Background: an optimization exercise with open tools, aiming at a short achievable clock period and few clock cycles per item. Do not read the settings as production practice.
In this exercise RTL edits were held to simulation tests only and were not proved equivalent to the original.
Power figures rest on the tool's default switching activity, not on a simulated workload.

Setup of job 101:
==> flow/design.v (excerpt) <==
module vft_top (
  input  logic        clk_i,
  input  logic        rst_ni,
  input  logic        in_valid_i,
  output logic        in_ready_o,
  input  logic [36:0] in_data_i,
  output logic        out_valid_o,
  input  logic        out_ready_i,
  output logic [71:0] out_data_o
);
Size: roughly 1600 flip-flops, ~120 I/O pins, roughly 73000 sq um of cells after synthesis.
clock: 8.0 ns
lec_check: 0
abc_clock_period_in_ps: 2500
cap_margin: 20
core_margin: 2
core_utilization: 45
cts_cluster_diameter: 100
cts_cluster_size: 22
slew_margin: 20
standard.sh (not shown) runs the stock make flow with config.mk's settings and CLKGATE_MAP_FILE= SYNTH_SCRIPT=/design/flow/synth_recipe.tcl, a recipe that flattens the netlist after the stock synthesis.
==> flow/flow/run.sh <==
#!/bin/bash
set -euo pipefail
bash standard.sh synth > synth.log 2>&1
bash standard.sh \
  "BUFFER_PORTS_ARGS=-buffer_cell sky130_fd_sc_hd__buf_4" \
  "IO_CONSTRAINTS=$PWD/flow/io.tcl" \
  "PRE_DETAIL_PLACE_TCL=$PWD/flow/out_flops.tcl" \
  "SETUP_SLACK_MARGIN=${MARGIN:-5.5}" \
  finish > layout.log 2>&1
test -s out/final.def
==> flow/flow/io.tcl <==
# Result side on the right edge, word side on the left edge.
set_io_pin_constraint -pin_names {out_data_o[*] out_valid_o out_ready_i in_ready_o} -region right:*
set_io_pin_constraint -pin_names {in_data_i[*] in_valid_i} -region left:*
==> flow/flow/out_flops.tcl <==
# Before detailed placement: move each flip-flop that drives an output port's
# buffer onto that buffer's spot, so the register sits by its pin; detailed
# placement then legalizes it next to the buffer. Nothing else changes.
set block [ord::get_db_block]
set moved 0
foreach bt [$block getBTerms] {
  if {[$bt getIoType] != "OUTPUT"} { continue }
  set net [$bt getNet]
  if {$net == "NULL"} { continue }
  set buf ""
  foreach it [$net getITerms] {
    if {[$it isOutputSignal]} { set buf [$it getInst] }
  }
  if {$buf == ""} { continue }
  set drv ""
  foreach it [$buf getITerms] {
    if {[$it isInputSignal]} {
      set in [$it getNet]
      if {$in == "NULL"} { continue }
      foreach jt [$in getITerms] {
        if {[$jt isOutputSignal]} { set drv [$jt getInst] }
      }
    }
  }
  if {$drv == "" || ![string match "*__df*" [[$drv getMaster] getName]]} { continue }
  set loc [$buf getLocation]
  $drv setLocation [lindex $loc 0] [lindex $loc 1]
  incr moved
}
puts "out_flops: moved $moved output flip-flops next to their port buffers"
Testbench counts of job 101, summed over its fixed seeds: cycles 12,992, items 12,800.
The following lists how job 102 was set up differently from job 101:
Settings: a change of CTS_CLUSTER_SIZE from 22 to 20; a change of CORE_UTILIZATION from 45 to 55.
Results
Looking at final core utilization, job 102 sits 11 points above job 101.
Delta (job 102 minus job 101): number of antenna repair diodes +8; non-clock buffer count +1.0%; total routing usage reported by global routing +7.1 points; power ~0 delta.
Job 102 reports a lower slew at the pin with the worst max-slew slack than job 101 does.
Design internal power across job 101 and job 102: no real change.
Compared with job 101, cell area in job 102 decreased slightly.
Diff job 101 and job 102: switching share of power lower in job 102
Against job 101, job 102 reports a post-route met1 wirelength that is lower.
Switching power total went down slightly going from job 101 to job 102.
### job 102 -> job 103
-- flow/flow/run.sh --
<<< job 102, line 7
  "PRE_DETAIL_PLACE_TCL=$PWD/flow/out_flops.tcl" \
>>> job 103, line 7
removed: flow/flow/out_flops.tcl
--- outcome ---
The final critical-path share of the clock period in job 103 was higher than what job 102 gave.
Power: job 103 draws less than job 102
Comparing job 103 and job 102, the lower worst hold margin is on job 102.
Summary of job 103 over job 102: design area moved down, number of ordinary and repair buffers in the finished layout lost 74.
No run among job 103 and job 102 stopped early or left any final violation; all are clean.
Sequential share of layout area (higher): job 103
Relative to job 103, the following input files were edited for job 104:
Settings: changing CORE_UTILIZATION from 55 to 45.
-- flow/flow/run.sh --
<<< job 103, line 7
>>> job 104, line 7
  "PRE_DETAIL_PLACE_TCL=$PWD/flow/out_flops.tcl" \
==> flow/flow/out_flops.tcl (new file) <==
# Before detailed placement: move each flip-flop that drives an output port's
# buffer onto that buffer's spot, so the register sits by its pin; detailed
# placement then legalizes it next to the buffer. Nothing else changes.
set block [ord::get_db_block]
set moved 0
foreach bt [$block getBTerms] {
  if {[$bt getIoType] != "OUTPUT"} { continue }
  set net [$bt getNet]
  if {$net == "NULL"} { continue }
  set buf ""
  foreach it [$net getITerms] {
    if {[$it isOutputSignal]} { set buf [$it getInst] }
  }
  if {$buf == ""} { continue }
  set drv ""
  foreach it [$buf getITerms] {
    if {[$it isInputSignal]} {
      set in [$it getNet]
      if {$in == "NULL"} { continue }
      foreach jt [$in getITerms] {
        if {[$jt isOutputSignal]} { set drv [$jt getInst] }
      }
    }
  }
  if {$drv == "" || ![string match "*__df*" [[$drv getMaster] getName]]} { continue }
  set loc [$buf getLocation]
  $drv setLocation [lindex $loc 0] [lindex $loc 1]
  incr moved
}
puts "out_flops: moved $moved output flip-flops next to their port buffers"
==> run summary <==
For the global-route wire length before repair, job 104 came in about 1.8% higher than job 103 did.
The final reports for job 104 and job 103 show worst setup slack higher in the former.
Power: job 104 draws more than job 103
The reported net switching power in job 104 is 1.09 times that in job 103.
Job 104 vs job 103, global-route met2 utilization went down by 9.9 points.
Number of distinct library cells after synthesis came out exactly the same in job 103 and job 104.
Job 103 → job 104: area after synthesis shows no meaningful change; cell area after layout rose by 2.3%; total cell area at the placement stage increased by 500 sq um relative to the old numbers; global-route usage went down; switching share of power increased by 1.4 points relative to the old numbers.
Job 104: done, clean on timing, DRC and antenna
Modified inputs, job 105 compared to job 104
-- flow/flow/run.sh --
<<< job 104, line 7
  "PRE_DETAIL_PLACE_TCL=$PWD/flow/out_flops.tcl" \
>>> job 105, line 7
removed: flow/flow/out_flops.tcl
Findings:
Job 105 vs job 104: via count down in job 105
On total power consumption of the routed design: job 105 sits below job 104.
Against job 104, job 105 comes in 1.4% lower on internal power summed over all cells.
Summary of job 105 over job 104: power share of the clock group went up; fraction of met1 tracks used by global routing went down; clock sink count did not really move; number of nets in the layout went down; actual transition at the worst max-transition pin did not really move.
Run comparison: job 104 cell at the slowest stage of the critical path sky130_fd_sc_hd__dfrtp_1; job 105 cell at the slowest stage of the critical path sky130_fd_sc_hd__dfrtp_2
Hold violation total from the final report came out exactly the same in job 105 and job 104.
In job 105 the final area turned out about 1.5% lower than in job 104.
Sequential cell fraction of total power: job 105 and job 104 compared, higher one is job 105

-- port drivers added, routing unchanged --
Ports are ideal in the flow. The routed layouts listed here were re-timed in OpenROAD. Step 1 sets driving cells, clkbuf_16 on the clock port and buf_2 on the other inputs (assumed; they add their load-dependent delay and slew). Step 2 moves the port delays by t, midway between the first and last clock arrival at a register: inputs arrive t later, outputs are due t later. That takes back most of the time a late clock gives input paths. a / b / c = no drivers / after step 1 / after step 2; a / b = the first two.
| run | shift t [ns] | setup WS [ns] | latest minus earliest clock arrival (ns) | worst register clock-pin slew, ns | worst slew at a driven data input, ns |
|---|---|---|---|---|---|
| job 101 | 0.802 | 5.159 / 5.075 / 4.803 | 0.049 / 0.049 | 0.10 / 0.10 | 0.20 |
| job 102 | 0.823 | 5.115 / 5.028 / 4.762 | 0.030 / 0.030 | 0.10 / 0.10 | 0.14 |
| job 103 | 0.818 | 5.074 / 4.990 / 4.751 | 0.039 / 0.039 | 0.10 / 0.10 | 0.13 |
| job 104 | 0.808 | 5.173 / 5.091 / 4.800 | 0.028 / 0.028 | 0.10 / 0.10 | 0.19 |
| job 105 | 0.796 | 5.066 / 4.989 / 4.840 | 0.042 / 0.042 | 0.09 / 0.09 | 0.18 |
After both steps every run listed still meets setup and hold. The setup slack of job 104, which loses most, moves by -0.082 ns with the drivers and by -0.373 ns with both steps.
